This is an optimization exercise on Yosys and OpenROAD, whose aim is small area, a short achievable clock period and few clock cycles, not a production implementation. No run shown here included a check of the RTL's function; only the layout flow was run.

## flow/design.v (module list and top-level ports; edited modules follow where they fit)
// module mul_stage1: 987 lines
// module mul_stage2: 338 lines
// module add3: 4 lines
// module add2: 4 lines
// module booth_enc: 14 lines
// module mac_engine: 16 lines
// module attn_top: 194 lines
module attn_top (
  input  logic clk,
  input  logic reset_n,
  input  logic dut_valid,
  output logic dut_ready,
  output logic [16-1:0] sram_input_read_address,
  input  logic [32-1:0] sram_input_read_data,
  output logic [16-1:0] sram_weight_read_address,
  input  logic [32-1:0] sram_weight_read_data,
  output logic [16-1:0] sram_result_read_address,
  input  logic [32-1:0] sram_result_read_data,
  output logic                    sram_result_write_enable,
  output logic [16-1:0] sram_result_write_address,
  output logic [32-1:0] sram_result_write_data,
  output logic [16-1:0] sram_scratchpad_read_address,
  input  logic [32-1:0] sram_scratchpad_read_data,
  output logic                    sram_scratchpad_write_enable,
  output logic [16-1:0] sram_scratchpad_write_address,
  output logic [32-1:0] sram_scratchpad_write_data
);
  // ...
==> flow/flow/run.sh <==
#!/bin/bash
set -euo pipefail
export BUFFER_PORTS_ARGS="-buffer_cell sky130_fd_sc_hd__buf_1"
export SETUP_SLACK_MARGIN=11.7
bash standard.sh > standard.log 2>&1
==> flow/standard.sh <==
#!/bin/bash
# synth_recipe.tcl (not shown) runs the flow's synth.tcl, then flattens the netlist and writes it again
# the make line also repeats each setting of config.mk as NAME=value (left out here)
make -C /OpenROAD-flow-scripts/flow DESIGN_CONFIG=/design/flow/config.mk WORK_HOME=/design/flow/orfs CLKGATE_MAP_FILE= SYNTH_SCRIPT=/design/flow/synth_recipe.tcl "${@:-finish}"
==> flow/config.mk <==
export PLATFORM = sky130hd
export DESIGN_NAME = attn_top
export DESIGN_NICKNAME = attn_top
export VERILOG_FILES = /design/flow/design.v
export SDC_FILE = /design/flow/constraint.sdc
export NUM_CORES = 4
export LEC_CHECK = 0
export ABC_AREA = 1
export CAP_MARGIN = 20
export CORE_MARGIN = 2
export CORE_UTILIZATION = 60
export CTS_CLUSTER_DIAMETER = 100
export CTS_CLUSTER_SIZE = 24
export SLEW_MARGIN = 20
==> flow/constraint.sdc <==
create_clock -name core_clock -period 16.0 [get_ports {clk}]
set_input_delay 3.2000 -clock core_clock [delete_from_list [all_inputs] [get_ports {clk}]]
set_output_delay 3.2000 -clock core_clock [all_outputs]
set_load 0.01 [all_outputs]
==> out/results.ini, run 1 <==
[layout]
syn2layout_area_growth_pct=7.974
design.seq.count=360
n_antenna_cell=0
layout-drive-gt1-share_pct=10.80
nonClkBufAreaFrac_pct=5.843
largest_register_ffs=119
num-nonclk-inverters=495

[yosys]
syn_avg_cell_area_um2=8.522
synthCells=3051
synthTopCellsByCount=inv_1, nand2_1, xor2_1
yosysMostFrequentCell=inv_1
synth_top_family_by_area=adder cells
yosysWarningCount=3
synthMuxAreaShare_pct=1.704

[detailed_routing]
dr_total_vias=20747
top_layer=met4

[clocking]
cts.path.max_buffers=3
cts-root-buf=clkbuf_16
h-tree-depth=1
cts.clk_slew.worst_paths_ps=100
cts_sinks=360

[grt]
grt_use_total_pct=30.12
grt_pass1_vias=19995
grt_overflow_total=0

[setup_path]
crit_chain=buf_2
r2r_slack_ps=11930
r2r_cells=7
critPathCaptureType=primary output
startpoint=res_wa[6]$_SDFF_PP0_

[floorplan]
start_util_pct=60.63

[min_path]
whs_endpoint=f3$_DFF_P_

[status]
status=no timing/DRC/antenna violations

[timing]
relSlewSlack_pct=29.06

==> module mul_stage2, before the edit <==
module mul_stage2 (input logic [118:0] r, input logic [31:0] acc, output logic [31:0] y);
  logic [31:0] s, c;
  wire t1;
  wire t2;
  wire t3;
  wire t4;
  wire t5;
  wire t6;
  wire t7;
  wire t8;
  wire t9;
  wire t10;
  wire t11;
  wire t12;
  wire t13;
  wire t14;
  wire t15;
  wire t16;
  wire t17;
  wire t18;
  wire t19;
  wire t20;
  wire t21;
  wire t22;
  wire t23;
  wire t24;
  wire t25;
  wire t26;
  wire t27;
  wire t28;
  wire t29;
  wire t30;
  wire t31;
  wire t32;
  wire t33;
  wire t34;
  wire t35;
  wire t36;
  wire t37;
  wire t38;
  wire t39;
  wire t40;
  wire t41;
  wire t42;
  wire t43;
  wire t44;
  wire t45;
  wire t46;
  wire t47;
  wire t48;
  wire t49;
  wire t50;
  wire t51;
  wire t52;
  wire t53;
  wire t54;
  wire t55;
  wire t56;
  wire t57;
  wire t58;
  wire t59;
  wire t60;
  wire t61;
  wire t62;
  wire t63;
  wire t64;
  wire t65;
  wire t66;
  wire t67;
  wire t68;
  wire t69;
  wire t70;
  wire t71;
  wire t72;
  wire t73;
  wire t74;
  wire t75;
  wire t76;
  wire t77;
  wire t78;
  wire t79;
  wire t80;
  wire t81;
  wire t82;
  wire t83;
  wire t84;
  wire t85;
  wire t86;
  wire t87;
  wire t88;
  wire t89;
  wire t90;
  wire t91;
  wire t92;
  wire t93;
  wire t94;
  wire t95;
  wire t96;
  wire t97;
  wire t98;
  wire t99;
  wire t100;
  wire t101;
  wire t102;
  wire t103;
  wire t104;
  wire t105;
  wire t106;
  wire t107;
  wire t108;
  wire t109;
  wire t110;
  wire t111;
  wire t112;
  wire t113;
  wire t114;
  wire t115;
  wire t116;
  wire t117;
  wire t118;
  wire t119;
  wire t120;
  wire t121;
  wire t122;
  wire t123;
  wire t124;
  wire t125;
  wire t126;
  wire t127;
  wire t128;
  wire t129;
  wire t130;
  wire t131;
  wire t132;
  wire t133;
  wire t134;
  wire t135;
  wire t136;
  wire t137;
  wire t138;
  wire t139;
  wire t140;
  wire t141;
  wire t142;
  wire t143;
  wire t144;
  wire t145;
  wire t146;
  wire t147;
  wire t148;
  wire t149;
  wire t150;
  wire t151;
  wire t152;
  wire t153;
  wire t154;
  wire t155;
  wire t156;
  wire t157;
  wire t158;
  wire t159;
  wire t160;
  wire t161;
  wire t162;
  wire t163;
  wire t164;
  wire t165;
  wire t166;
  wire t167;
  wire t168;
  wire t169;
  wire t170;
  wire t171;
  wire t172;
  wire t173;
  wire t174;
  wire t175;
  wire t176;
  wire t177;
  wire t178;
  wire t179;
  wire t180;
  add2 ut1 (.a(r[8]), .b(r[9]), .s(t1), .co(t2));
  add2 ut3 (.a(r[12]), .b(r[13]), .s(t3), .co(t4));
  add3 ut5 (.a(r[15]), .b(r[16]), .c(r[17]), .s(t5), .co(t6));
  add3 ut7 (.a(r[19]), .b(r[20]), .c(r[21]), .s(t7), .co(t8));
  add3 ut9 (.a(r[23]), .b(r[24]), .c(r[25]), .s(t9), .co(t10));
  add3 ut11 (.a(r[27]), .b(r[28]), .c(r[29]), .s(t11), .co(t12));
  add3 ut13 (.a(r[31]), .b(r[32]), .c(r[33]), .s(t13), .co(t14));
  add3 ut15 (.a(r[35]), .b(r[36]), .c(r[37]), .s(t15), .co(t16));
  add3 ut17 (.a(r[39]), .b(r[40]), .c(r[41]), .s(t17), .co(t18));
  add3 ut19 (.a(r[43]), .b(r[44]), .c(r[45]), .s(t19), .co(t20));
  add3 ut21 (.a(r[47]), .b(r[48]), .c(r[49]), .s(t21), .co(t22));
  add3 ut23 (.a(r[51]), .b(r[52]), .c(r[53]), .s(t23), .co(t24));
  add3 ut25 (.a(r[55]), .b(r[56]), .c(r[57]), .s(t25), .co(t26));
  add3 ut27 (.a(r[59]), .b(r[60]), .c(r[61]), .s(t27), .co(t28));
  add3 ut29 (.a(r[63]), .b(r[64]), .c(r[65]), .s(t29), .co(t30));
  add3 ut31 (.a(r[67]), .b(r[68]), .c(r[69]), .s(t31), .co(t32));
  add3 ut33 (.a(r[71]), .b(r[72]), .c(r[73]), .s(t33), .co(t34));
  add3 ut35 (.a(r[75]), .b(r[76]), .c(r[77]), .s(t35), .co(t36));
  add3 ut37 (.a(r[79]), .b(r[80]), .c(r[81]), .s(t37), .co(t38));
  add3 ut39 (.a(r[83]), .b(r[84]), .c(r[85]), .s(t39), .co(t40));
  add3 ut41 (.a(r[87]), .b(r[88]), .c(r[89]), .s(t41), .co(t42));
  add3 ut43 (.a(r[91]), .b(r[92]), .c(r[93]), .s(t43), .co(t44));
  add3 ut45 (.a(r[95]), .b(r[96]), .c(r[97]), .s(t45), .co(t46));
  add3 ut47 (.a(r[99]), .b(r[100]), .c(r[101]), .s(t47), .co(t48));
  add3 ut49 (.a(r[103]), .b(r[104]), .c(r[105]), .s(t49), .co(t50));
  add3 ut51 (.a(r[107]), .b(r[108]), .c(r[109]), .s(t51), .co(t52));
  add3 ut53 (.a(r[111]), .b(r[112]), .c(r[113]), .s(t53), .co(t54));
  assign t55 = r[115] ^ r[116] ^ r[117];
  add2 ut57 (.a(r[3]), .b(r[4]), .s(t57), .co(t58));
  add2 ut59 (.a(r[6]), .b(r[7]), .s(t59), .co(t60));
  add3 ut61 (.a(t1), .b(r[10]), .c(r[11]), .s(t61), .co(t62));
  add3 ut63 (.a(t2), .b(t3), .c(r[14]), .s(t63), .co(t64));
  add3 ut65 (.a(t4), .b(t5), .c(r[18]), .s(t65), .co(t66));
  add3 ut67 (.a(t6), .b(t7), .c(r[22]), .s(t67), .co(t68));
  add3 ut69 (.a(t8), .b(t9), .c(r[26]), .s(t69), .co(t70));
  add3 ut71 (.a(t10), .b(t11), .c(r[30]), .s(t71), .co(t72));
  add3 ut73 (.a(t12), .b(t13), .c(r[34]), .s(t73), .co(t74));
  add3 ut75 (.a(t14), .b(t15), .c(r[38]), .s(t75), .co(t76));
  add3 ut77 (.a(t16), .b(t17), .c(r[42]), .s(t77), .co(t78));
  add3 ut79 (.a(t18), .b(t19), .c(r[46]), .s(t79), .co(t80));
  add3 ut81 (.a(t20), .b(t21), .c(r[50]), .s(t81), .co(t82));
  add3 ut83 (.a(t22), .b(t23), .c(r[54]), .s(t83), .co(t84));
  add3 ut85 (.a(t24), .b(t25), .c(r[58]), .s(t85), .co(t86));
  add3 ut87 (.a(t26), .b(t27), .c(r[62]), .s(t87), .co(t88));
  add3 ut89 (.a(t28), .b(t29), .c(r[66]), .s(t89), .co(t90));
  add3 ut91 (.a(t30), .b(t31), .c(r[70]), .s(t91), .co(t92));
  add3 ut93 (.a(t32), .b(t33), .c(r[74]), .s(t93), .co(t94));
  add3 ut95 (.a(t34), .b(t35), .c(r[78]), .s(t95), .co(t96));
  add3 ut97 (.a(t36), .b(t37), .c(r[82]), .s(t97), .co(t98));
  add3 ut99 (.a(t38), .b(t39), .c(r[86]), .s(t99), .co(t100));
  add3 ut101 (.a(t40), .b(t41), .c(r[90]), .s(t101), .co(t102));
  add3 ut103 (.a(t42), .b(t43), .c(r[94]), .s(t103), .co(t104));
  add3 ut105 (.a(t44), .b(t45), .c(r[98]), .s(t105), .co(t106));
  add3 ut107 (.a(t46), .b(t47), .c(r[102]), .s(t107), .co(t108));
  add3 ut109 (.a(t48), .b(t49), .c(r[106]), .s(t109), .co(t110));
  add3 ut111 (.a(t50), .b(t51), .c(r[110]), .s(t111), .co(t112));
  add3 ut113 (.a(t52), .b(t53), .c(r[114]), .s(t113), .co(t114));
  assign t115 = t54 ^ t55 ^ r[118];
  add2 ut117 (.a(r[0]), .b(r[1]), .s(t117), .co(t118));
  add2 ut119 (.a(r[2]), .b(acc[1]), .s(t119), .co(t120));
  add3 ut121 (.a(t57), .b(r[5]), .c(acc[2]), .s(t121), .co(t122));
  add3 ut123 (.a(t58), .b(t59), .c(acc[3]), .s(t123), .co(t124));
  add3 ut125 (.a(t60), .b(t61), .c(acc[4]), .s(t125), .co(t126));
  add3 ut127 (.a(t62), .b(t63), .c(acc[5]), .s(t127), .co(t128));
  add3 ut129 (.a(t64), .b(t65), .c(acc[6]), .s(t129), .co(t130));
  add3 ut131 (.a(t66), .b(t67), .c(acc[7]), .s(t131), .co(t132));
  add3 ut133 (.a(t68), .b(t69), .c(acc[8]), .s(t133), .co(t134));
  add3 ut135 (.a(t70), .b(t71), .c(acc[9]), .s(t135), .co(t136));
  add3 ut137 (.a(t72), .b(t73), .c(acc[10]), .s(t137), .co(t138));
  add3 ut139 (.a(t74), .b(t75), .c(acc[11]), .s(t139), .co(t140));
  add3 ut141 (.a(t76), .b(t77), .c(acc[12]), .s(t141), .co(t142));
  add3 ut143 (.a(t78), .b(t79), .c(acc[13]), .s(t143), .co(t144));
  add3 ut145 (.a(t80), .b(t81), .c(acc[14]), .s(t145), .co(t146));
  add3 ut147 (.a(t82), .b(t83), .c(acc[15]), .s(t147), .co(t148));
  add3 ut149 (.a(t84), .b(t85), .c(acc[16]), .s(t149), .co(t150));
  add3 ut151 (.a(t86), .b(t87), .c(acc[17]), .s(t151), .co(t152));
  add3 ut153 (.a(t88), .b(t89), .c(acc[18]), .s(t153), .co(t154));
  add3 ut155 (.a(t90), .b(t91), .c(acc[19]), .s(t155), .co(t156));
  add3 ut157 (.a(t92), .b(t93), .c(acc[20]), .s(t157), .co(t158));
  add3 ut159 (.a(t94), .b(t95), .c(acc[21]), .s(t159), .co(t160));
  add3 ut161 (.a(t96), .b(t97), .c(acc[22]), .s(t161), .co(t162));
  add3 ut163 (.a(t98), .b(t99), .c(acc[23]), .s(t163), .co(t164));
  add3 ut165 (.a(t100), .b(t101), .c(acc[24]), .s(t165), .co(t166));
  add3 ut167 (.a(t102), .b(t103), .c(acc[25]), .s(t167), .co(t168));
  add3 ut169 (.a(t104), .b(t105), .c(acc[26]), .s(t169), .co(t170));
  add3 ut171 (.a(t106), .b(t107), .c(acc[27]), .s(t171), .co(t172));
  add3 ut173 (.a(t108), .b(t109), .c(acc[28]), .s(t173), .co(t174));
  add3 ut175 (.a(t110), .b(t111), .c(acc[29]), .s(t175), .co(t176));
  add3 ut177 (.a(t112), .b(t113), .c(acc[30]), .s(t177), .co(t178));
  assign t179 = t114 ^ t115 ^ acc[31];
  assign s[0] = t117;
  assign c[0] = acc[0];
  assign s[1] = t118;
  assign c[1] = t119;
  assign s[2] = t120;
  assign c[2] = t121;
  assign s[3] = t122;
  assign c[3] = t123;
  assign s[4] = t124;
  assign c[4] = t125;
  assign s[5] = t126;
  assign c[5] = t127;
  assign s[6] = t128;
  assign c[6] = t129;
  assign s[7] = t130;
  assign c[7] = t131;
  assign s[8] = t132;
  assign c[8] = t133;
  assign s[9] = t134;
  assign c[9] = t135;
  assign s[10] = t136;
  assign c[10] = t137;
  assign s[11] = t138;
  assign c[11] = t139;
  assign s[12] = t140;
  assign c[12] = t141;
  assign s[13] = t142;
  assign c[13] = t143;
  assign s[14] = t144;
  assign c[14] = t145;
  assign s[15] = t146;
  assign c[15] = t147;
  assign s[16] = t148;
  assign c[16] = t149;
  assign s[17] = t150;
  assign c[17] = t151;
  assign s[18] = t152;
  assign c[18] = t153;
  assign s[19] = t154;
  assign c[19] = t155;
  assign s[20] = t156;
  assign c[20] = t157;
  assign s[21] = t158;
  assign c[21] = t159;
  assign s[22] = t160;
  assign c[22] = t161;
  assign s[23] = t162;
  assign c[23] = t163;
  assign s[24] = t164;
  assign c[24] = t165;
  assign s[25] = t166;
  assign c[25] = t167;
  assign s[26] = t168;
  assign c[26] = t169;
  assign s[27] = t170;
  assign c[27] = t171;
  assign s[28] = t172;
  assign c[28] = t173;
  assign s[29] = t174;
  assign c[29] = t175;
  assign s[30] = t176;
  assign c[30] = t177;
  assign s[31] = t178;
  assign c[31] = t179;
  assign y = s + c;
endmodule
==> module mac_engine, before the edit <==
module mac_engine (
  input  logic        clk,
  input  logic [31:0] a,
  input  logic [47:0] enc,
  input  logic        first,
  output logic [31:0] acc
);
  logic [118:0] r, r_d;
  logic [31:0] sum;
  mul_stage1 u_s1 (.a(a), .enc(enc), .r(r_d));
  mul_stage2 u_s2 (.r(r), .acc(first ? 32'd0 : acc), .y(sum));
  always_ff @(posedge clk) begin
    r <= r_d;
    acc <= sum;
  end
endmodule
==> inputs of run 2 (changes only) <==
--- a/flow/design.v
+++ b/flow/design.v
@@ -14,17 +14,17 @@
     COPY       
   } job_kind_t;
 endpackage
 package attn_mem_pkg;
   typedef logic [16-1:0] sram_addr_t;
   localparam sram_addr_t DIMS_ADDR = 16'd0;
   localparam sram_addr_t WEIGHT_BASE = 16'd1;
 endpackage
-module mul_stage1 (input logic [31:0] a, input logic [47:0] enc, output logic [118:0] r);
+module mul_stage1 (input logic [31:0] a, input logic [47:0] enc, output logic [91:0] r);
   wire one0 = enc[0];
   wire two0 = enc[16];
   wire neg0 = enc[32];
   wire p0_0 = ((one0 & a[0]) | (two0 & 1'b0)) ^ neg0;
   wire p0_1 = ((one0 & a[1]) | (two0 & a[0])) ^ neg0;
   wire p0_2 = ((one0 & a[2]) | (two0 & a[1])) ^ neg0;
   wire p0_3 = ((one0 & a[3]) | (two0 & a[2])) ^ neg0;
   wire p0_4 = ((one0 & a[4]) | (two0 & a[3])) ^ neg0;
@@ -699,16 +699,72 @@
   wire t357;
   wire t358;
   wire t359;
   wire t360;
   wire t361;
   wire t362;
   wire t363;
   wire t364;
+  wire t365;
+  wire t366;
+  wire t367;
+  wire t368;
+  wire t369;
+  wire t370;
+  wire t371;
+  wire t372;
+  wire t373;
+  wire t374;
+  wire t375;
+  wire t376;
+  wire t377;
+  wire t378;
+  wire t379;
+  wire t380;
+  wire t381;
+  wire t382;
+  wire t383;
+  wire t384;
+  wire t385;
+  wire t386;
+  wire t387;
+  wire t388;
+  wire t389;
+  wire t390;
+  wire t391;
+  wire t392;
+  wire t393;
+  wire t394;
+  wire t395;
+  wire t396;
+  wire t397;
+  wire t398;
+  wire t399;
+  wire t400;
+  wire t401;
+  wire t402;
+  wire t403;
+  wire t404;
+  wire t405;
+  wire t406;
+  wire t407;
+  wire t408;
+  wire t409;
+  wire t410;
+  wire t411;
+  wire t412;
+  wire t413;
+  wire t414;
+  wire t415;
+  wire t416;
+  wire t417;
+  wire t418;
+  wire t419;
+  wire t420;
   add2 ut1 (.a(p0_24), .b(p1_22), .s(t1), .co(t2));
   add2 ut3 (.a(p0_25), .b(p1_23), .s(t3), .co(t4));
   add3 ut5 (.a(p0_26), .b(p1_24), .c(p2_22), .s(t5), .co(t6));
   add2 ut7 (.a(p3_20), .b(p4_18), .s(t7), .co(t8));
   add3 ut9 (.a(p0_27), .b(p1_25), .c(p2_23), .s(t9), .co(t10));
   add2 ut11 (.a(p3_21), .b(p4_19), .s(t11), .co(t12));
   add3 ut13 (.a(p0_28), .b(p1_26), .c(p2_24), .s(t13), .co(t14));
   add3 ut15 (.a(p3_22), .b(p4_20), .c(p5_18), .s(t15), .co(t16));
@@ -881,137 +937,138 @@
   add3 ut349 (.a(t236), .b(t238), .c(t240), .s(t349), .co(t350));
   add3 ut351 (.a(t241), .b(t243), .c(t245), .s(t351), .co(t352));
   add3 ut353 (.a(t242), .b(t244), .c(t246), .s(t353), .co(t354));
   add3 ut355 (.a(t247), .b(t249), .c(t251), .s(t355), .co(t356));
   add3 ut357 (.a(t248), .b(t250), .c(t252), .s(t357), .co(t358));
   add3 ut359 (.a(t253), .b(t255), .c(t257), .s(t359), .co(t360));
   assign t361 = t254 ^ t256 ^ t258;
   assign t363 = t259 ^ t261 ^ t263;
+  add2 ut365 (.a(p0_4), .b(p1_2), .s(t365), .co(t366));
+  add2 ut367 (.a(p0_5), .b(p1_3), .s(t367), .co(t368));
+  add3 ut369 (.a(t265), .b(p2_2), .c(p3_0), .s(t369), .co(t370));
+  add3 ut371 (.a(t266), .b(t267), .c(p2_3), .s(t371), .co(t372));
+  add3 ut373 (.a(t268), .b(t269), .c(t271), .s(t373), .co(t374));
+  add3 ut375 (.a(t270), .b(t272), .c(t273), .s(t375), .co(t376));
+  add3 ut377 (.a(t274), .b(t276), .c(t277), .s(t377), .co(t378));
+  add3 ut379 (.a(t278), .b(t280), .c(t281), .s(t379), .co(t380));
+  add3 ut381 (.a(t282), .b(t284), .c(t285), .s(t381), .co(t382));
+  add3 ut383 (.a(t286), .b(t288), .c(t289), .s(t383), .co(t384));
+  add3 ut385 (.a(t290), .b(t292), .c(t293), .s(t385), .co(t386));
+  add3 ut387 (.a(t294), .b(t296), .c(t297), .s(t387), .co(t388));
+  add3 ut389 (.a(t298), .b(t300), .c(t301), .s(t389), .co(t390));
+  add3 ut391 (.a(t302), .b(t304), .c(t305), .s(t391), .co(t392));
+  add3 ut393 (.a(t306), .b(t308), .c(t309), .s(t393), .co(t394));
+  add3 ut395 (.a(t310), .b(t312), .c(t313), .s(t395), .co(t396));
+  add3 ut397 (.a(t314), .b(t316), .c(t317), .s(t397), .co(t398));
+  add3 ut399 (.a(t318), .b(t320), .c(t321), .s(t399), .co(t400));
+  add3 ut401 (.a(t322), .b(t324), .c(t325), .s(t401), .co(t402));
+  add3 ut403 (.a(t326), .b(t328), .c(t329), .s(t403), .co(t404));
+  add3 ut405 (.a(t330), .b(t332), .c(t333), .s(t405), .co(t406));
+  add3 ut407 (.a(t334), .b(t336), .c(t337), .s(t407), .co(t408));
+  add3 ut409 (.a(t338), .b(t340), .c(t341), .s(t409), .co(t410));
+  add3 ut411 (.a(t342), .b(t344), .c(t345), .s(t411), .co(t412));
+  add3 ut413 (.a(t346), .b(t348), .c(t349), .s(t413), .co(t414));
+  add3 ut415 (.a(t350), .b(t352), .c(t353), .s(t415), .co(t416));
+  add3 ut417 (.a(t354), .b(t356), .c(t357), .s(t417), .co(t418));
+  assign t419 = t358 ^ t360 ^ t361;
   assign r[0] = p0_0;
   assign r[1] = neg0;
   assign r[2] = p0_1;
   assign r[3] = p0_2;
   assign r[4] = p1_0;
   assign r[5] = neg1;
   assign r[6] = p0_3;
   assign r[7] = p1_1;
-  assign r[8] = p0_4;
-  assign r[9] = p1_2;
-  assign r[10] = p2_0;
-  assign r[11] = neg2;
-  assign r[12] = p0_5;
-  assign r[13] = p1_3;
-  assign r[14] = p2_1;
-  assign r[15] = t265;
-  assign r[16] = p2_2;
-  assign r[17] = p3_0;
-  assign r[18] = neg3;
-  assign r[19] = t266;
-  assign r[20] = t267;
-  assign r[21] = p2_3;
-  assign r[22] = p3_1;
-  assign r[23] = t268;
-  assign r[24] = t269;
-  assign r[25] = t271;
-  assign r[26] = neg4;
-  assign r[27] = t270;
-  assign r[28] = t272;
-  assign r[29] = t273;
-  assign r[30] = t275;
-  assign r[31] = t274;
-  assign r[32] = t276;
-  assign r[33] = t277;
-  assign r[34] = t279;
-  assign r[35] = t278;
-  assign r[36] = t280;
-  assign r[37] = t281;
-  assign r[38] = t283;
-  assign r[39] = t282;
-  assign r[40] = t284;
-  assign r[41] = t285;
-  assign r[42] = t287;
-  assign r[43] = t286;
-  assign r[44] = t288;
-  assign r[45] = t289;
-  assign r[46] = t291;
-  assign r[47] = t290;
-  assign r[48] = t292;
-  assign r[49] = t293;
-  assign r[50] = t295;
-  assign r[51] = t294;
-  assign r[52] = t296;
-  assign r[53] = t297;
-  assign r[54] = t299;
-  assign r[55] = t298;
-  assign r[56] = t300;
-  assign r[57] = t301;
-  assign r[58] = t303;
-  assign r[59] = t302;
-  assign r[60] = t304;
-  assign r[61] = t305;
-  assign r[62] = t307;
-  assign r[63] = t306;
-  assign r[64] = t308;
-  assign r[65] = t309;
-  assign r[66] = t311;
-  assign r[67] = t310;
-  assign r[68] = t312;
-  assign r[69] = t313;
-  assign r[70] = t315;
-  assign r[71] = t314;
-  assign r[72] = t316;
-  assign r[73] = t317;
-  assign r[74] = t319;
-  assign r[75] = t318;
-  assign r[76] = t320;
-  assign r[77] = t321;
-  assign r[78] = t323;
-  assign r[79] = t322;
-  assign r[80] = t324;
-  assign r[81] = t325;
-  assign r[82] = t327;
-  assign r[83] = t326;
-  assign r[84] = t328;
-  assign r[85] = t329;
-  assign r[86] = t331;
-  assign r[87] = t330;
-  assign r[88] = t332;
-  assign r[89] = t333;
-  assign r[90] = t335;
-  assign r[91] = t334;
-  assign r[92] = t336;
-  assign r[93] = t337;
-  assign r[94] = t339;
-  assign r[95] = t338;
-  assign r[96] = t340;
-  assign r[97] = t341;
-  assign r[98] = t343;
-  assign r[99] = t342;
-  assign r[100] = t344;
-  assign r[101] = t345;
-  assign r[102] = t347;
-  assign r[103] = t346;
-  assign r[104] = t348;
-  assign r[105] = t349;
-  assign r[106] = t351;
-  assign r[107] = t350;
-  assign r[108] = t352;
-  assign r[109] = t353;
-  assign r[110] = t355;
-  assign r[111] = t354;
-  assign r[112] = t356;
-  assign r[113] = t357;
-  assign r[114] = t359;
-  assign r[115] = t358;
-  assign r[116] = t360;
-  assign r[117] = t361;
-  assign r[118] = t363;
+  assign r[8] = t365;
+  assign r[9] = p2_0;
+  assign r[10] = neg2;
+  assign r[11] = t366;
+  assign r[12] = t367;
+  assign r[13] = p2_1;
+  assign r[14] = t368;
+  assign r[15] = t369;
+  assign r[16] = neg3;
+  assign r[17] = t370;
+  assign r[18] = t371;
+  assign r[19] = p3_1;
+  assign r[20] = t372;
+  assign r[21] = t373;
+  assign r[22] = neg4;
+  assign r[23] = t374;
+  assign r[24] = t375;
+  assign r[25] = t275;
+  assign r[26] = t376;
+  assign r[27] = t377;
+  assign r[28] = t279;
+  assign r[29] = t378;
+  assign r[30] = t379;
+  assign r[31] = t283;
+  assign r[32] = t380;
+  assign r[33] = t381;
+  assign r[34] = t287;
+  assign r[35] = t382;
+  assign r[36] = t383;
+  assign r[37] = t291;
+  assign r[38] = t384;
+  assign r[39] = t385;
+  assign r[40] = t295;
+  assign r[41] = t386;
+  assign r[42] = t387;
+  assign r[43] = t299;
+  assign r[44] = t388;
+  assign r[45] = t389;
+  assign r[46] = t303;
+  assign r[47] = t390;
+  assign r[48] = t391;
+  assign r[49] = t307;
+  assign r[50] = t392;
+  assign r[51] = t393;
+  assign r[52] = t311;
+  assign r[53] = t394;
+  assign r[54] = t395;
+  assign r[55] = t315;
+  assign r[56] = t396;
+  assign r[57] = t397;
+  assign r[58] = t319;
+  assign r[59] = t398;
+  assign r[60] = t399;
+  assign r[61] = t323;
+  assign r[62] = t400;
+  assign r[63] = t401;
+  assign r[64] = t327;
+  assign r[65] = t402;
+  assign r[66] = t403;
+  assign r[67] = t331;
+  assign r[68] = t404;
+  assign r[69] = t405;
+  assign r[70] = t335;
+  assign r[71] = t406;
+  assign r[72] = t407;
+  assign r[73] = t339;
+  assign r[74] = t408;
+  assign r[75] = t409;
+  assign r[76] = t343;
+  assign r[77] = t410;
+  assign r[78] = t411;
+  assign r[79] = t347;
+  assign r[80] = t412;
+  assign r[81] = t413;
+  assign r[82] = t351;
+  assign r[83] = t414;
+  assign r[84] = t415;
+  assign r[85] = t355;
+  assign r[86] = t416;
+  assign r[87] = t417;
+  assign r[88] = t359;
+  assign r[89] = t418;
+  assign r[90] = t419;
+  assign r[91] = t363;
 endmodule
-module mul_stage2 (input logic [118:0] r, input logic [31:0] acc, output logic [31:0] y);
+module mul_stage2 (input logic [91:0] r, input logic [31:0] acc, output logic [31:0] y);
   logic [31:0] s, c;
   wire t1;
   wire t2;
   wire t3;
   wire t4;
   wire t5;
   wire t6;
   wire t7;
@@ -1127,226 +1184,142 @@
   wire t117;
   wire t118;
   wire t119;
   wire t120;
   wire t121;
   wire t122;
   wire t123;
   wire t124;
-  wire t125;
-  wire t126;
-  wire t127;
-  wire t128;
-  wire t129;
-  wire t130;
-  wire t131;
-  wire t132;
-  wire t133;
-  wire t134;
-  wire t135;
-  wire t136;
-  wire t137;
-  wire t138;
-  wire t139;
-  wire t140;
-  wire t141;
-  wire t142;
-  wire t143;
-  wire t144;
-  wire t145;
-  wire t146;
-  wire t147;
-  wire t148;
-  wire t149;
-  wire t150;
-  wire t151;
-  wire t152;
-  wire t153;
-  wire t154;
-  wire t155;
-  wire t156;
-  wire t157;
-  wire t158;
-  wire t159;
-  wire t160;
-  wire t161;
-  wire t162;
-  wire t163;
-  wire t164;
-  wire t165;
-  wire t166;
-  wire t167;
-  wire t168;
-  wire t169;
-  wire t170;
-  wire t171;
-  wire t172;
-  wire t173;
-  wire t174;
-  wire t175;
-  wire t176;
-  wire t177;
-  wire t178;
-  wire t179;
-  wire t180;
-  add2 ut1 (.a(r[8]), .b(r[9]), .s(t1), .co(t2));
-  add2 ut3 (.a(r[12]), .b(r[13]), .s(t3), .co(t4));
-  add3 ut5 (.a(r[15]), .b(r[16]), .c(r[17]), .s(t5), .co(t6));
-  add3 ut7 (.a(r[19]), .b(r[20]), .c(r[21]), .s(t7), .co(t8));
-  add3 ut9 (.a(r[23]), .b(r[24]), .c(r[25]), .s(t9), .co(t10));
-  add3 ut11 (.a(r[27]), .b(r[28]), .c(r[29]), .s(t11), .co(t12));
-  add3 ut13 (.a(r[31]), .b(r[32]), .c(r[33]), .s(t13), .co(t14));
-  add3 ut15 (.a(r[35]), .b(r[36]), .c(r[37]), .s(t15), .co(t16));
-  add3 ut17 (.a(r[39]), .b(r[40]), .c(r[41]), .s(t17), .co(t18));
-  add3 ut19 (.a(r[43]), .b(r[44]), .c(r[45]), .s(t19), .co(t20));
-  add3 ut21 (.a(r[47]), .b(r[48]), .c(r[49]), .s(t21), .co(t22));
-  add3 ut23 (.a(r[51]), .b(r[52]), .c(r[53]), .s(t23), .co(t24));
-  add3 ut25 (.a(r[55]), .b(r[56]), .c(r[57]), .s(t25), .co(t26));
-  add3 ut27 (.a(r[59]), .b(r[60]), .c(r[61]), .s(t27), .co(t28));
-  add3 ut29 (.a(r[63]), .b(r[64]), .c(r[65]), .s(t29), .co(t30));
-  add3 ut31 (.a(r[67]), .b(r[68]), .c(r[69]), .s(t31), .co(t32));
-  add3 ut33 (.a(r[71]), .b(r[72]), .c(r[73]), .s(t33), .co(t34));
-  add3 ut35 (.a(r[75]), .b(r[76]), .c(r[77]), .s(t35), .co(t36));
-  add3 ut37 (.a(r[79]), .b(r[80]), .c(r[81]), .s(t37), .co(t38));
-  add3 ut39 (.a(r[83]), .b(r[84]), .c(r[85]), .s(t39), .co(t40));
-  add3 ut41 (.a(r[87]), .b(r[88]), .c(r[89]), .s(t41), .co(t42));
-  add3 ut43 (.a(r[91]), .b(r[92]), .c(r[93]), .s(t43), .co(t44));
-  add3 ut45 (.a(r[95]), .b(r[96]), .c(r[97]), .s(t45), .co(t46));
-  add3 ut47 (.a(r[99]), .b(r[100]), .c(r[101]), .s(t47), .co(t48));
-  add3 ut49 (.a(r[103]), .b(r[104]), .c(r[105]), .s(t49), .co(t50));
-  add3 ut51 (.a(r[107]), .b(r[108]), .c(r[109]), .s(t51), .co(t52));
-  add3 ut53 (.a(r[111]), .b(r[112]), .c(r[113]), .s(t53), .co(t54));
-  assign t55 = r[115] ^ r[116] ^ r[117];
-  add2 ut57 (.a(r[3]), .b(r[4]), .s(t57), .co(t58));
-  add2 ut59 (.a(r[6]), .b(r[7]), .s(t59), .co(t60));
-  add3 ut61 (.a(t1), .b(r[10]), .c(r[11]), .s(t61), .co(t62));
-  add3 ut63 (.a(t2), .b(t3), .c(r[14]), .s(t63), .co(t64));
-  add3 ut65 (.a(t4), .b(t5), .c(r[18]), .s(t65), .co(t66));
-  add3 ut67 (.a(t6), .b(t7), .c(r[22]), .s(t67), .co(t68));
-  add3 ut69 (.a(t8), .b(t9), .c(r[26]), .s(t69), .co(t70));
-  add3 ut71 (.a(t10), .b(t11), .c(r[30]), .s(t71), .co(t72));
-  add3 ut73 (.a(t12), .b(t13), .c(r[34]), .s(t73), .co(t74));
-  add3 ut75 (.a(t14), .b(t15), .c(r[38]), .s(t75), .co(t76));
-  add3 ut77 (.a(t16), .b(t17), .c(r[42]), .s(t77), .co(t78));
-  add3 ut79 (.a(t18), .b(t19), .c(r[46]), .s(t79), .co(t80));
-  add3 ut81 (.a(t20), .b(t21), .c(r[50]), .s(t81), .co(t82));
-  add3 ut83 (.a(t22), .b(t23), .c(r[54]), .s(t83), .co(t84));
-  add3 ut85 (.a(t24), .b(t25), .c(r[58]), .s(t85), .co(t86));
-  add3 ut87 (.a(t26), .b(t27), .c(r[62]), .s(t87), .co(t88));
-  add3 ut89 (.a(t28), .b(t29), .c(r[66]), .s(t89), .co(t90));
-  add3 ut91 (.a(t30), .b(t31), .c(r[70]), .s(t91), .co(t92));
-  add3 ut93 (.a(t32), .b(t33), .c(r[74]), .s(t93), .co(t94));
-  add3 ut95 (.a(t34), .b(t35), .c(r[78]), .s(t95), .co(t96));
-  add3 ut97 (.a(t36), .b(t37), .c(r[82]), .s(t97), .co(t98));
-  add3 ut99 (.a(t38), .b(t39), .c(r[86]), .s(t99), .co(t100));
-  add3 ut101 (.a(t40), .b(t41), .c(r[90]), .s(t101), .co(t102));
-  add3 ut103 (.a(t42), .b(t43), .c(r[94]), .s(t103), .co(t104));
-  add3 ut105 (.a(t44), .b(t45), .c(r[98]), .s(t105), .co(t106));
-  add3 ut107 (.a(t46), .b(t47), .c(r[102]), .s(t107), .co(t108));
-  add3 ut109 (.a(t48), .b(t49), .c(r[106]), .s(t109), .co(t110));
-  add3 ut111 (.a(t50), .b(t51), .c(r[110]), .s(t111), .co(t112));
-  add3 ut113 (.a(t52), .b(t53), .c(r[114]), .s(t113), .co(t114));
-  assign t115 = t54 ^ t55 ^ r[118];
-  add2 ut117 (.a(r[0]), .b(r[1]), .s(t117), .co(t118));
-  add2 ut119 (.a(r[2]), .b(acc[1]), .s(t119), .co(t120));
-  add3 ut121 (.a(t57), .b(r[5]), .c(acc[2]), .s(t121), .co(t122));
-  add3 ut123 (.a(t58), .b(t59), .c(acc[3]), .s(t123), .co(t124));
-  add3 ut125 (.a(t60), .b(t61), .c(acc[4]), .s(t125), .co(t126));
-  add3 ut127 (.a(t62), .b(t63), .c(acc[5]), .s(t127), .co(t128));
-  add3 ut129 (.a(t64), .b(t65), .c(acc[6]), .s(t129), .co(t130));
-  add3 ut131 (.a(t66), .b(t67), .c(acc[7]), .s(t131), .co(t132));
-  add3 ut133 (.a(t68), .b(t69), .c(acc[8]), .s(t133), .co(t134));
-  add3 ut135 (.a(t70), .b(t71), .c(acc[9]), .s(t135), .co(t136));
-  add3 ut137 (.a(t72), .b(t73), .c(acc[10]), .s(t137), .co(t138));
-  add3 ut139 (.a(t74), .b(t75), .c(acc[11]), .s(t139), .co(t140));
-  add3 ut141 (.a(t76), .b(t77), .c(acc[12]), .s(t141), .co(t142));
-  add3 ut143 (.a(t78), .b(t79), .c(acc[13]), .s(t143), .co(t144));
-  add3 ut145 (.a(t80), .b(t81), .c(acc[14]), .s(t145), .co(t146));
-  add3 ut147 (.a(t82), .b(t83), .c(acc[15]), .s(t147), .co(t148));
-  add3 ut149 (.a(t84), .b(t85), .c(acc[16]), .s(t149), .co(t150));
-  add3 ut151 (.a(t86), .b(t87), .c(acc[17]), .s(t151), .co(t152));
-  add3 ut153 (.a(t88), .b(t89), .c(acc[18]), .s(t153), .co(t154));
-  add3 ut155 (.a(t90), .b(t91), .c(acc[19]), .s(t155), .co(t156));
-  add3 ut157 (.a(t92), .b(t93), .c(acc[20]), .s(t157), .co(t158));
-  add3 ut159 (.a(t94), .b(t95), .c(acc[21]), .s(t159), .co(t160));
-  add3 ut161 (.a(t96), .b(t97), .c(acc[22]), .s(t161), .co(t162));
-  add3 ut163 (.a(t98), .b(t99), .c(acc[23]), .s(t163), .co(t164));
-  add3 ut165 (.a(t100), .b(t101), .c(acc[24]), .s(t165), .co(t166));
-  add3 ut167 (.a(t102), .b(t103), .c(acc[25]), .s(t167), .co(t168));
-  add3 ut169 (.a(t104), .b(t105), .c(acc[26]), .s(t169), .co(t170));
-  add3 ut171 (.a(t106), .b(t107), .c(acc[27]), .s(t171), .co(t172));
-  add3 ut173 (.a(t108), .b(t109), .c(acc[28]), .s(t173), .co(t174));
-  add3 ut175 (.a(t110), .b(t111), .c(acc[29]), .s(t175), .co(t176));
-  add3 ut177 (.a(t112), .b(t113), .c(acc[30]), .s(t177), .co(t178));
-  assign t179 = t114 ^ t115 ^ acc[31];
-  assign s[0] = t117;
+  add2 ut1 (.a(r[3]), .b(r[4]), .s(t1), .co(t2));
+  add2 ut3 (.a(r[6]), .b(r[7]), .s(t3), .co(t4));
+  add3 ut5 (.a(r[8]), .b(r[9]), .c(r[10]), .s(t5), .co(t6));
+  add3 ut7 (.a(r[11]), .b(r[12]), .c(r[13]), .s(t7), .co(t8));
+  add3 ut9 (.a(r[14]), .b(r[15]), .c(r[16]), .s(t9), .co(t10));
+  add3 ut11 (.a(r[17]), .b(r[18]), .c(r[19]), .s(t11), .co(t12));
+  add3 ut13 (.a(r[20]), .b(r[21]), .c(r[22]), .s(t13), .co(t14));
+  add3 ut15 (.a(r[23]), .b(r[24]), .c(r[25]), .s(t15), .co(t16));
+  add3 ut17 (.a(r[26]), .b(r[27]), .c(r[28]), .s(t17), .co(t18));
+  add3 ut19 (.a(r[29]), .b(r[30]), .c(r[31]), .s(t19), .co(t20));
+  add3 ut21 (.a(r[32]), .b(r[33]), .c(r[34]), .s(t21), .co(t22));
+  add3 ut23 (.a(r[35]), .b(r[36]), .c(r[37]), .s(t23), .co(t24));
+  add3 ut25 (.a(r[38]), .b(r[39]), .c(r[40]), .s(t25), .co(t26));
+  add3 ut27 (.a(r[41]), .b(r[42]), .c(r[43]), .s(t27), .co(t28));
+  add3 ut29 (.a(r[44]), .b(r[45]), .c(r[46]), .s(t29), .co(t30));
+  add3 ut31 (.a(r[47]), .b(r[48]), .c(r[49]), .s(t31), .co(t32));
+  add3 ut33 (.a(r[50]), .b(r[51]), .c(r[52]), .s(t33), .co(t34));
+  add3 ut35 (.a(r[53]), .b(r[54]), .c(r[55]), .s(t35), .co(t36));
+  add3 ut37 (.a(r[56]), .b(r[57]), .c(r[58]), .s(t37), .co(t38));
+  add3 ut39 (.a(r[59]), .b(r[60]), .c(r[61]), .s(t39), .co(t40));
+  add3 ut41 (.a(r[62]), .b(r[63]), .c(r[64]), .s(t41), .co(t42));
+  add3 ut43 (.a(r[65]), .b(r[66]), .c(r[67]), .s(t43), .co(t44));
+  add3 ut45 (.a(r[68]), .b(r[69]), .c(r[70]), .s(t45), .co(t46));
+  add3 ut47 (.a(r[71]), .b(r[72]), .c(r[73]), .s(t47), .co(t48));
+  add3 ut49 (.a(r[74]), .b(r[75]), .c(r[76]), .s(t49), .co(t50));
+  add3 ut51 (.a(r[77]), .b(r[78]), .c(r[79]), .s(t51), .co(t52));
+  add3 ut53 (.a(r[80]), .b(r[81]), .c(r[82]), .s(t53), .co(t54));
+  add3 ut55 (.a(r[83]), .b(r[84]), .c(r[85]), .s(t55), .co(t56));
+  add3 ut57 (.a(r[86]), .b(r[87]), .c(r[88]), .s(t57), .co(t58));
+  assign t59 = r[89] ^ r[90] ^ r[91];
+  add2 ut61 (.a(r[0]), .b(r[1]), .s(t61), .co(t62));
+  add2 ut63 (.a(r[2]), .b(acc[1]), .s(t63), .co(t64));
+  add3 ut65 (.a(t1), .b(r[5]), .c(acc[2]), .s(t65), .co(t66));
+  add3 ut67 (.a(t2), .b(t3), .c(acc[3]), .s(t67), .co(t68));
+  add3 ut69 (.a(t4), .b(t5), .c(acc[4]), .s(t69), .co(t70));
+  add3 ut71 (.a(t6), .b(t7), .c(acc[5]), .s(t71), .co(t72));
+  add3 ut73 (.a(t8), .b(t9), .c(acc[6]), .s(t73), .co(t74));
+  add3 ut75 (.a(t10), .b(t11), .c(acc[7]), .s(t75), .co(t76));
+  add3 ut77 (.a(t12), .b(t13), .c(acc[8]), .s(t77), .co(t78));
+  add3 ut79 (.a(t14), .b(t15), .c(acc[9]), .s(t79), .co(t80));
+  add3 ut81 (.a(t16), .b(t17), .c(acc[10]), .s(t81), .co(t82));
+  add3 ut83 (.a(t18), .b(t19), .c(acc[11]), .s(t83), .co(t84));
+  add3 ut85 (.a(t20), .b(t21), .c(acc[12]), .s(t85), .co(t86));
+  add3 ut87 (.a(t22), .b(t23), .c(acc[13]), .s(t87), .co(t88));
+  add3 ut89 (.a(t24), .b(t25), .c(acc[14]), .s(t89), .co(t90));
+  add3 ut91 (.a(t26), .b(t27), .c(acc[15]), .s(t91), .co(t92));
+  add3 ut93 (.a(t28), .b(t29), .c(acc[16]), .s(t93), .co(t94));
+  add3 ut95 (.a(t30), .b(t31), .c(acc[17]), .s(t95), .co(t96));
+  add3 ut97 (.a(t32), .b(t33), .c(acc[18]), .s(t97), .co(t98));
+  add3 ut99 (.a(t34), .b(t35), .c(acc[19]), .s(t99), .co(t100));
+  add3 ut101 (.a(t36), .b(t37), .c(acc[20]), .s(t101), .co(t102));
+  add3 ut103 (.a(t38), .b(t39), .c(acc[21]), .s(t103), .co(t104));
+  add3 ut105 (.a(t40), .b(t41), .c(acc[22]), .s(t105), .co(t106));
+  add3 ut107 (.a(t42), .b(t43), .c(acc[23]), .s(t107), .co(t108));
+  add3 ut109 (.a(t44), .b(t45), .c(acc[24]), .s(t109), .co(t110));
+  add3 ut111 (.a(t46), .b(t47), .c(acc[25]), .s(t111), .co(t112));
+  add3 ut113 (.a(t48), .b(t49), .c(acc[26]), .s(t113), .co(t114));
+  add3 ut115 (.a(t50), .b(t51), .c(acc[27]), .s(t115), .co(t116));
+  add3 ut117 (.a(t52), .b(t53), .c(acc[28]), .s(t117), .co(t118));
+  add3 ut119 (.a(t54), .b(t55), .c(acc[29]), .s(t119), .co(t120));
+  add3 ut121 (.a(t56), .b(t57), .c(acc[30]), .s(t121), .co(t122));
+  assign t123 = t58 ^ t59 ^ acc[31];
+  assign s[0] = t61;
   assign c[0] = acc[0];
-  assign s[1] = t118;
-  assign c[1] = t119;
-  assign s[2] = t120;
-  assign c[2] = t121;
-  assign s[3] = t122;
-  assign c[3] = t123;
-  assign s[4] = t124;
-  assign c[4] = t125;
-  assign s[5] = t126;
-  assign c[5] = t127;
-  assign s[6] = t128;
-  assign c[6] = t129;
-  assign s[7] = t130;
-  assign c[7] = t131;
-  assign s[8] = t132;
-  assign c[8] = t133;
-  assign s[9] = t134;
-  assign c[9] = t135;
-  assign s[10] = t136;
-  assign c[10] = t137;
-  assign s[11] = t138;
-  assign c[11] = t139;
-  assign s[12] = t140;
-  assign c[12] = t141;
-  assign s[13] = t142;
-  assign c[13] = t143;
-  assign s[14] = t144;
-  assign c[14] = t145;
-  assign s[15] = t146;
-  assign c[15] = t147;
-  assign s[16] = t148;
-  assign c[16] = t149;
-  assign s[17] = t150;
-  assign c[17] = t151;
-  assign s[18] = t152;
-  assign c[18] = t153;
-  assign s[19] = t154;
-  assign c[19] = t155;
-  assign s[20] = t156;
-  assign c[20] = t157;
-  assign s[21] = t158;
-  assign c[21] = t159;
-  assign s[22] = t160;
-  assign c[22] = t161;
-  assign s[23] = t162;
-  assign c[23] = t163;
-  assign s[24] = t164;
-  assign c[24] = t165;
-  assign s[25] = t166;
-  assign c[25] = t167;
-  assign s[26] = t168;
-  assign c[26] = t169;
-  assign s[27] = t170;
-  assign c[27] = t171;
-  assign s[28] = t172;
-  assign c[28] = t173;
-  assign s[29] = t174;
-  assign c[29] = t175;
-  assign s[30] = t176;
-  assign c[30] = t177;
-  assign s[31] = t178;
-  assign c[31] = t179;
+  assign s[1] = t62;
+  assign c[1] = t63;
+  assign s[2] = t64;
+  assign c[2] = t65;
+  assign s[3] = t66;
+  assign c[3] = t67;
+  assign s[4] = t68;
+  assign c[4] = t69;
+  assign s[5] = t70;
+  assign c[5] = t71;
+  assign s[6] = t72;
+  assign c[6] = t73;
+  assign s[7] = t74;
+  assign c[7] = t75;
+  assign s[8] = t76;
+  assign c[8] = t77;
+  assign s[9] = t78;
+  assign c[9] = t79;
+  assign s[10] = t80;
+  assign c[10] = t81;
+  assign s[11] = t82;
+  assign c[11] = t83;
+  assign s[12] = t84;
+  assign c[12] = t85;
+  assign s[13] = t86;
+  assign c[13] = t87;
+  assign s[14] = t88;
+  assign c[14] = t89;
+  assign s[15] = t90;
+  assign c[15] = t91;
+  assign s[16] = t92;
+  assign c[16] = t93;
+  assign s[17] = t94;
+  assign c[17] = t95;
+  assign s[18] = t96;
+  assign c[18] = t97;
+  assign s[19] = t98;
+  assign c[19] = t99;
+  assign s[20] = t100;
+  assign c[20] = t101;
+  assign s[21] = t102;
+  assign c[21] = t103;
+  assign s[22] = t104;
+  assign c[22] = t105;
+  assign s[23] = t106;
+  assign c[23] = t107;
+  assign s[24] = t108;
+  assign c[24] = t109;
+  assign s[25] = t110;
+  assign c[25] = t111;
+  assign s[26] = t112;
+  assign c[26] = t113;
+  assign s[27] = t114;
+  assign c[27] = t115;
+  assign s[28] = t116;
+  assign c[28] = t117;
+  assign s[29] = t118;
+  assign c[29] = t119;
+  assign s[30] = t120;
+  assign c[30] = t121;
+  assign s[31] = t122;
+  assign c[31] = t123;
   assign y = s + c;
 endmodule
 module add3 (input logic a, input logic b, input logic c, output logic s, output logic co);
   assign s = a ^ b ^ c;
   assign co = (a & b) | (a & c) | (b & c);
 endmodule
 module add2 (input logic a, input logic b, output logic s, output logic co);
   assign s = a ^ b;
@@ -1368,17 +1341,17 @@
 endmodule
 module mac_engine (
   input  logic        clk,
   input  logic [31:0] a,
   input  logic [47:0] enc,
   input  logic        first,
   output logic [31:0] acc
 );
-  logic [118:0] r, r_d;
+  logic [91:0] r, r_d;
   logic [31:0] sum;
   mul_stage1 u_s1 (.a(a), .enc(enc), .r(r_d));
   mul_stage2 u_s2 (.r(r), .acc(first ? 32'd0 : acc), .y(sum));
   always_ff @(posedge clk) begin
     r <= r_d;
     acc <= sum;
   end
 endmodule
==> run 2 against run 1 <==
  * Count of clock-buffer cells in the layout rose by 2
  * Wire length up 4.3%
  * Die area increased by 1.7%
  * First-iteration DRC count is 5.2% lower
  * Maximum frequency about the same
  * Highest routed layer is now met5
  * Core utilization fell by 0.23 points
  * Non-clock buffer count decreased by 16
  * Still clean
  * Register-to-register slack got worse by 70 ps
  * Sequential share of layout area shrank 2.2 points
  * Hold slack gained 14 ps
==> out/results.ini, run 2 <==
[timing]
fin_skew_ps=38.50
slew_viol_final=0
setup_tns_ps=0
relSlewSlack_pct=21.64  ; -7.4 points
rsz0062_at_grt=true
setup_viol_count_final=0
worst_pin_slew_ps=1174
hold_viol=0
fmax_ghz=0.2336
fin_crit_ps=4281
timing.final.crit_share_pct=26.75

[layout]
largestRegisters=u_engine.r: 92 flops, op_b_enc: 48 flops
final_cell_mix=inv_1, nand2_1, xor2_1
final_cell_count_no_fill=3978
layout.nets=3822
nFillCells=3879
n_antenna_cell=0  ; unchanged
largest_register=u_engine.r
syn2layout_area_growth_pct=6.744
final_common_cell=inv_1
layout-drive-gt1-share_pct=8.046  ; -2.8 points
largest_register_ffs=92  ; -23%

[setup_path]
slowest_delay_ps=390
cpMaxStageDelayCell=dfxtp_2
arrival_ps=1080
crit_chain=buf_2
worstPathRequired_ps=12800
critPathKind=register to primary output
crit_fanout=5
cp-start-kind=register
cp_num_buf_inv=1
critical-path-top-delay-family=flip-flops
critPathCaptureType=primary output

[yosys]
synthTopCellsByCount=inv_1, nand2_1, xor2_1
yosysWarningCount=3  ; unchanged
synthCells=3243  ; +6.3%
yosysSeqAreaShare_pct=27.51
yosysTopAreaCellShare_pct=19.99
ys_types=54
synthesis.area_mm2=0.02644
yosysMostFrequentCell=inv_1
synthTopCellsByArea=dfxtp_1, fa_1, xor2_1, inv_1, nand2_1
synthArstFlopShare_pct=5.105
syn_avg_cell_area_um2=8.152  ; -4.3%
ys.flop_type=dfxtp_1
ys_ff_latch=333
synth_edf_count=52
yosysTopAreaCell=dfxtp_1

[grt]
grt_pass1_wl_um=113400
grt_max_degree=92
grt_use_total_pct=30.82  ; +0.70 points
grt_overflow_total=0  ; unchanged
antenna_found_initial=1
grt_pass1_vias=21661  ; +8.3%

[status]
status=no timing/DRC/antenna violations

[floorplan]
die_w_um=213.9
dieArea_mm2=0.04576
core-area_mm2=0.04327
start_util_pct=61.10  ; +0.48 points
ios=294
die_y_um=213.9
num_rows=76

[detailed_routing]
wl_per_cell_um=17.87
first_pass_iters=6
drcViolationCount=0
drt-initial-drc-count=1643
postRouteAntennaNets=0
dr_total_vias=21786  ; +5.0%
wirelength_um=71090
routed_via_density=5.477

[run]
cap_violations=0

[clocking]
h-tree-depth=1  ; unchanged
cts.clk_slew.worst_paths_ps=90  ; about the same
cts_sinks=333  ; -7.5%
cts.path.max_buffers=3  ; unchanged
cts-root-buf=clkbuf_16
clk-insertion-delay-late_ps=550
cts_hold_buffers=0
cts_made_buffers=18
cts_tree=built

[placed_design]
port_buffers=277
place.gp.congestion=0.9515
dp_hpwl_um=54730
dp_cells=3930

[min_path]
hp-class=register to register

-- run 2: changes by cell type in the layout (fill, tap and decap cells not counted), sizes merged, moves of 4 or more --
cell and delta:
clkinv +4, nand3 +28, o21ai -10, xnor2 -4, nor3b +4, dfxtp -27, inv +136, buf -11
o211ai +4, clkinvlp +4, o21a +6, nor3 +4, nand2 +67, nor2 -22
-- run 2: repair_timing --
action	4_1_cts	5_1_grt
cloned	0	2
pin swaps	0	0
resized for setup	106	74
buffers inserted	11	5
endpoints found under the setup margin	77	83
-- run 2: routing by layer --
| metal | wire length, um | track usage (%) | part of all wire, % |
|---|---|---|---|
| met3 | 5219 | 4.658 | 7.3 |
| met5 | 13 | 0 | 0.018 |
| met4 | 2561 | 11.19 | 3.6 |
| met2 | 32410 | 49.24 | 46 |
| met1 | 30890 | 42.67 | 43 |
-- run 2: through the flow --
stage / util [%] / cell area (um2) / hold WS (ps) / worst slack [ps]
after floorplan: - / 26500 / 309.6 / 11850
after global placement: 63.04 / 27270 / 312.0 / 11480
after detailed placement: 63.04 / 27270 / 327.0 / 11400
after CTS: 64.83 / 28050 / 349.0 / 11670
after global routing: 65.23 / 28220 / 368.3 / 11700
final: 65.23 / 28220 / 346.5 / 11720
-- run 2: final timing paths --
kind	start	end	slack [ps]	depth (start not counted)
worst max-delay path	b_addr[13]$_SDFFE_PP0P_	sram_weight_read_address[13]	11720	1
min in group asynchronous	reset_n	busy$_DFF_PN0_	2600	1
worst max register to register	op_b_enc[38]$_DFF_P_	u_engine.r[90]$_DFF_P_	11860	9
worst min register to register	f1$_DFF_P_	f2$_DFF_P_	350	0
max in group asynchronous	reset_n	k3$_DFF_PN0_	13010	1
worst min-delay path	f1$_DFF_P_	f2$_DFF_P_	350	0
-- run 2: layout make-up --
class                           count  area, um2  area share (%)
Multi-Input combinational cell   2083      15730           55.72
Sequential cell                   333       7401           26.22
Inverter                          638       2415           8.557
Timing Repair Buffer              307       1401           4.966
Tap cell                          585      732.0           2.594
Clock buffer                       27      505.5           1.791
Clock inverter                      3      31.28          0.1108
Timing Repair inverter              2      10.01         0.03547
-- run 2: cells by family (layout without fill, tap and decap cells) --
group,count (synthesis),in the layout,synth area share (%)
AOI/OAI and AO/OA,460,460,10.32
xor gates and xnor gates,368,368,12.19
adders and majority gates,308,308,20.85
buffers and inverters,842,977,13.25
DFF,333,333,27.51
muxes,42,42,1.718
other,1,16,0.01418
and+or+nand+nor,889,889,14.15

[static timing again, ports no longer ideal]
In the flow no input, the clock included, has a driving cell. The finished layouts below were timed again as built, in two steps.
Step 1: set_driving_cell puts a clkbuf_16 on clk and a buf_2 on each other input, an assumption about the parent block.
Step 2, shift: input delay + t, output delay - t, t = (earliest + latest rising clock arrival at the registers) / 2. This alone moves slack from input paths to output paths.
Three values: ideal ports, drivers, drivers and shift; two values: the first two.
| run | t, ns | setup slack, ns | latest minus earliest clock arrival (ns) |
|---|---|---|---|
| run 1 | 0.607 | 11.719 / 11.659 / 11.240 | 0.032 / 0.032 |
| run 2 | 0.596 | 11.719 / 11.658 / 11.357 | 0.042 / 0.042 |
After both steps every run listed still meets setup and hold. The setup slack of run 1, which loses most, moves by -0.060 ns with the drivers and by -0.479 ns with both steps.
